What follows belongs to an exercise in optimizing a design on an open flow for small area; a production flow would make more cautious choices. Function was checked by simulation only, so behaviour that the tests miss may differ from the original. Power figures rest on the tool's default switching activity, not on a simulated workload.

violet:
==> flow/design.v (excerpt) <==
module cpi_top #(
    parameter int unsigned FIFO_DEPTH = 8
) (
    input  logic                   s_cam_clk_dft,
    input  logic                   rstn_i,
    input  logic                   cfg_enable_i,
    input  logic                   cfg_vsync_pol_i,
    input  logic                   cfg_drop_en_i,
    input  logic [5:0]             cfg_drop_val_i,
    input  logic                   cfg_slice_en_i,
    input  logic [2:0]             cfg_format_i,
    input  logic [3:0]             cfg_shift_i,
    input  logic [15:0]            cfg_row_len_i,
    input  logic [15:0]            cfg_llx_i,
    input  logic [15:0]            cfg_lly_i,
    input  logic [15:0]            cfg_urx_i,
    input  logic [15:0]            cfg_ury_i,
    input  logic [7:0]             cfg_coeff_r_i,
    input  logic [7:0]             cfg_coeff_g_i,
    input  logic [7:0]             cfg_coeff_b_i,
    input  logic [7:0]             cam_data_i,
    input  logic                   cam_hsync_i,
    input  logic                   cam_vsync_i,
    output logic [31:0]            out_data_o,
    output logic                   out_valid_o,
  ...
Size: ~1,200 cells after synthesis, about 210 flip-flops, about 0.013 sq mm of cells after synthesis.
clock: 10.0 ns
lec_check: 0
cap_margin: 0
core_margin: 2
core_utilization: 40
gpl_timing_driven: 0
slew_margin: 0
standard.sh (not shown) runs the stock make flow with config.mk's settings and CLKGATE_MAP_FILE= SYNTH_SCRIPT=/design/flow/synth_recipe.tcl, a recipe that flattens the netlist after the stock synthesis.
==> flow/flow/run.sh <==
#!/bin/bash
# The standard layout (the standard.sh, standard synthesis included) with
# three placement/CTS choices changed through ORFS variables:
#  - port buffers use the smallest buffer cell instead of clkdlybuf4s50_1,
#  - CTS builds larger sink clusters with clkbuf_16 and inserts no dummy loads,
#  - the single tie cell from synthesis is kept instead of one per tied port,
#  - synthesis buffers are removed at floorplan (with no timing-driven placement).
set -euo pipefail
export BUFFER_PORTS_ARGS="-buffer_cell sky130_fd_sc_hd__buf_1"
export CTS_ARGS="-sink_clustering_enable -repair_clock_nets -dont_use_dummy_load -sink_clustering_size 30 -sink_clustering_max_diameter 150 -buf_list sky130_fd_sc_hd__clkbuf_16"
export SKIP_REPAIR_TIE_FANOUT=1
export REMOVE_ABC_BUFFERS=1
bash standard.sh > standard.log 2>&1
### violet -> amber
Settings: CORE_UTILIZATION changed from 40 to 65; GPL_TIMING_DRIVEN removed (was 0).
diff --git a/flow/flow/run.sh b/flow/flow/run.sh
--- a/flow/flow/run.sh
+++ b/flow/flow/run.sh
@@ -6,2 +6 @@
-#  - the single tie cell from synthesis is kept instead of one per tied port,
-#  - synthesis buffers are removed at floorplan (with no timing-driven placement).
+#  - the single tie cell from synthesis is kept instead of one per tied port.
@@ -12 +10,0 @@
-export REMOVE_ABC_BUFFERS=1
Results
amber does better than violet on final routed wirelength across all metal layers. Looking at total power of the final layout across both flows, amber is the weaker of the two, with violet ahead. On clock transition at the registers of the reported paths, amber and violet are basically level. Diff violet -> amber | wire length on met3 | increase of 430 um. Compared to violet, amber was floorplanned on a smaller die.
Changes in nickel relative to amber:
Settings: a change of CORE_UTILIZATION from 65 to 40.
Results
In summary, nickel completed successfully, with a layout that passed the timing, DRC and antenna checks. Of nickel and amber, it is nickel that has the lower portion of the clock cycle consumed by the worst path in the final layout. Delta (nickel minus amber): routed wire length increased about 4%, area of the core rose by 0.012 sq mm, detailed placer's ending HPWL climbed about 6%, relative contribution of combinational cells to total power held steady.

========
## the reference run
cpi_top, a different RTL version from the one above (not shown whole).
For scale: ~980 cells after synthesis, about 210 flip-flops, about 170 I/O pins, roughly 12000 um^2 of cells after synthesis.
// cpi_top
module cpi_top #(
    parameter int unsigned FIFO_DEPTH = 8
) (
    input  logic                   s_cam_clk_dft,
    input  logic                   rstn_i,
    input  logic                   cfg_enable_i,
    input  logic                   cfg_vsync_pol_i,
    input  logic                   cfg_drop_en_i,
    input  logic [5:0]             cfg_drop_val_i,
    input  logic                   cfg_slice_en_i,
    input  logic [2:0]             cfg_format_i,
    input  logic [3:0]             cfg_shift_i,
    input  logic [15:0]            cfg_row_len_i,
    input  logic [15:0]            cfg_llx_i,
    input  logic [15:0]            cfg_lly_i,
    input  logic [15:0]            cfg_urx_i,
    input  logic [15:0]            cfg_ury_i,
    input  logic [7:0]             cfg_coeff_r_i,
    input  logic [7:0]             cfg_coeff_g_i,
    input  logic [7:0]             cfg_coeff_b_i,
    input  logic [7:0]             cam_data_i,
    input  logic                   cam_hsync_i,
    input  logic                   cam_vsync_i,
    output logic [31:0]            out_data_o,
    output logic                   out_valid_o,
    input  logic                   out_ready_i,
    output logic                   overflow_o,
    output logic                   frame_evt_o
);
export LEC_CHECK = 0
export CAP_MARGIN = 0
export CORE_MARGIN = 2
export CORE_UTILIZATION = 60
export GPL_TIMING_DRIVEN = 0
export SLEW_MARGIN = 0
create_clock -name core_clock -period 10.0 [get_ports {s_cam_clk_dft}]
==> flow/flow/run.sh <==
#!/bin/bash
# The standard layout (the standard.sh, with its standard synthesis) with
# a few placement and CTS choices changed through ORFS variables:
#  - port buffers use the smallest buffer cell (buf_1) instead of
#    clkdlybuf4s50_1; every port still gets its own buffer,
#  - CTS clusters at most 10 sinks within 60 um per clkbuf_4 and inserts no
#    dummy loads,
#  - the single tie cell from synthesis is kept instead of one per tied port,
set -euo pipefail
export BUFFER_PORTS_ARGS="-buffer_cell sky130_fd_sc_hd__buf_1"
export CTS_ARGS="-sink_clustering_enable -repair_clock_nets -dont_use_dummy_load -sink_clustering_size 10 -sink_clustering_max_diameter 60 -buf_list sky130_fd_sc_hd__clkbuf_4"
export SKIP_REPAIR_TIE_FANOUT=1
export REMOVE_ABC_BUFFERS=1
bash standard.sh > standard.log 2>&1
> inputs changed (the reference run -> the trial run)
Settings: CORE_UTILIZATION now 75, was 60; GPL_TIMING_DRIVEN no longer set, was 0.
==> flow/flow/run.sh <==
#!/bin/bash
# The standard layout (the standard.sh, with its standard synthesis) with
# a few placement and CTS choices changed through ORFS variables:
#  - port buffers use the smallest buffer cell (buf_1) instead of
#    clkdlybuf4s50_1; every port still gets its own buffer,
#  - CTS clusters at most 10 sinks within 60 um per clkbuf_4 and inserts no
#    dummy loads,
#  - the single tie cell from synthesis is kept instead of one per tied port.
# The full make output goes to standard.log; ORFS keeps each step's log under
# orfs/logs/.
set -euo pipefail
export BUFFER_PORTS_ARGS="-buffer_cell sky130_fd_sc_hd__buf_1"
export CTS_ARGS="-sink_clustering_enable -repair_clock_nets -dont_use_dummy_load -sink_clustering_size 10 -sink_clustering_max_diameter 60 -buf_list sky130_fd_sc_hd__clkbuf_4"
export SKIP_REPAIR_TIE_FANOUT=1
bash standard.sh > standard.log 2>&1
Number of standard-cell rows in the floorplan, the trial run vs the reference run: down by a little under 10%
[compare] base=the reference run new=the trial run: sequential power saw little to no change, slack of the worst reg-to-reg path picked up an extra 1.13 ns, wire length increased 2.8%, setup slack after placement now larger, post-synthesis instance area barely changed.
Compared with the reference run, the trial run instantiates a smaller number of cells.

==> static timing again, ports no longer ideal <==
No port has a modelled driver above. Below, the same layouts with a new extraction and two added sets of constraints.
Step 1 assumes that a clkbuf_16 drives the clock port and a buf_2 every other input.
Step 2 also shifts input and output timing later by t, the mid clock arrival at the registers, as if the neighbouring blocks saw the same clock.
Slacks: no drivers / after step 1 / after step 2; pairs: no drivers / after step 1.
run	t, ns	setup WS [ns]	slew at the worst register clock pin (ns)	worst slew at a driven data input, ns	cell pins on the clock port's net
violet	0.508	0.789 / 0.813 / 0.305	0.12 / 0.12	0.07	1
amber	0.508	1.325 / 1.351 / 0.843	0.11 / 0.11	0.08	1
nickel	0.508	1.579 / 1.604 / 1.096	0.12 / 0.12	0.07	1
the reference run	0.651	0.720 / 0.723 / 0.073	0.12 / 0.12	0.07	1
the trial run	0.636	1.214 / 1.220 / 0.584	0.12 / 0.12	0.08	1
After both steps every run listed still meets setup and hold. The setup slack of the reference run, which loses most, moves by +0.003 ns with the drivers and by -0.647 ns with both steps.
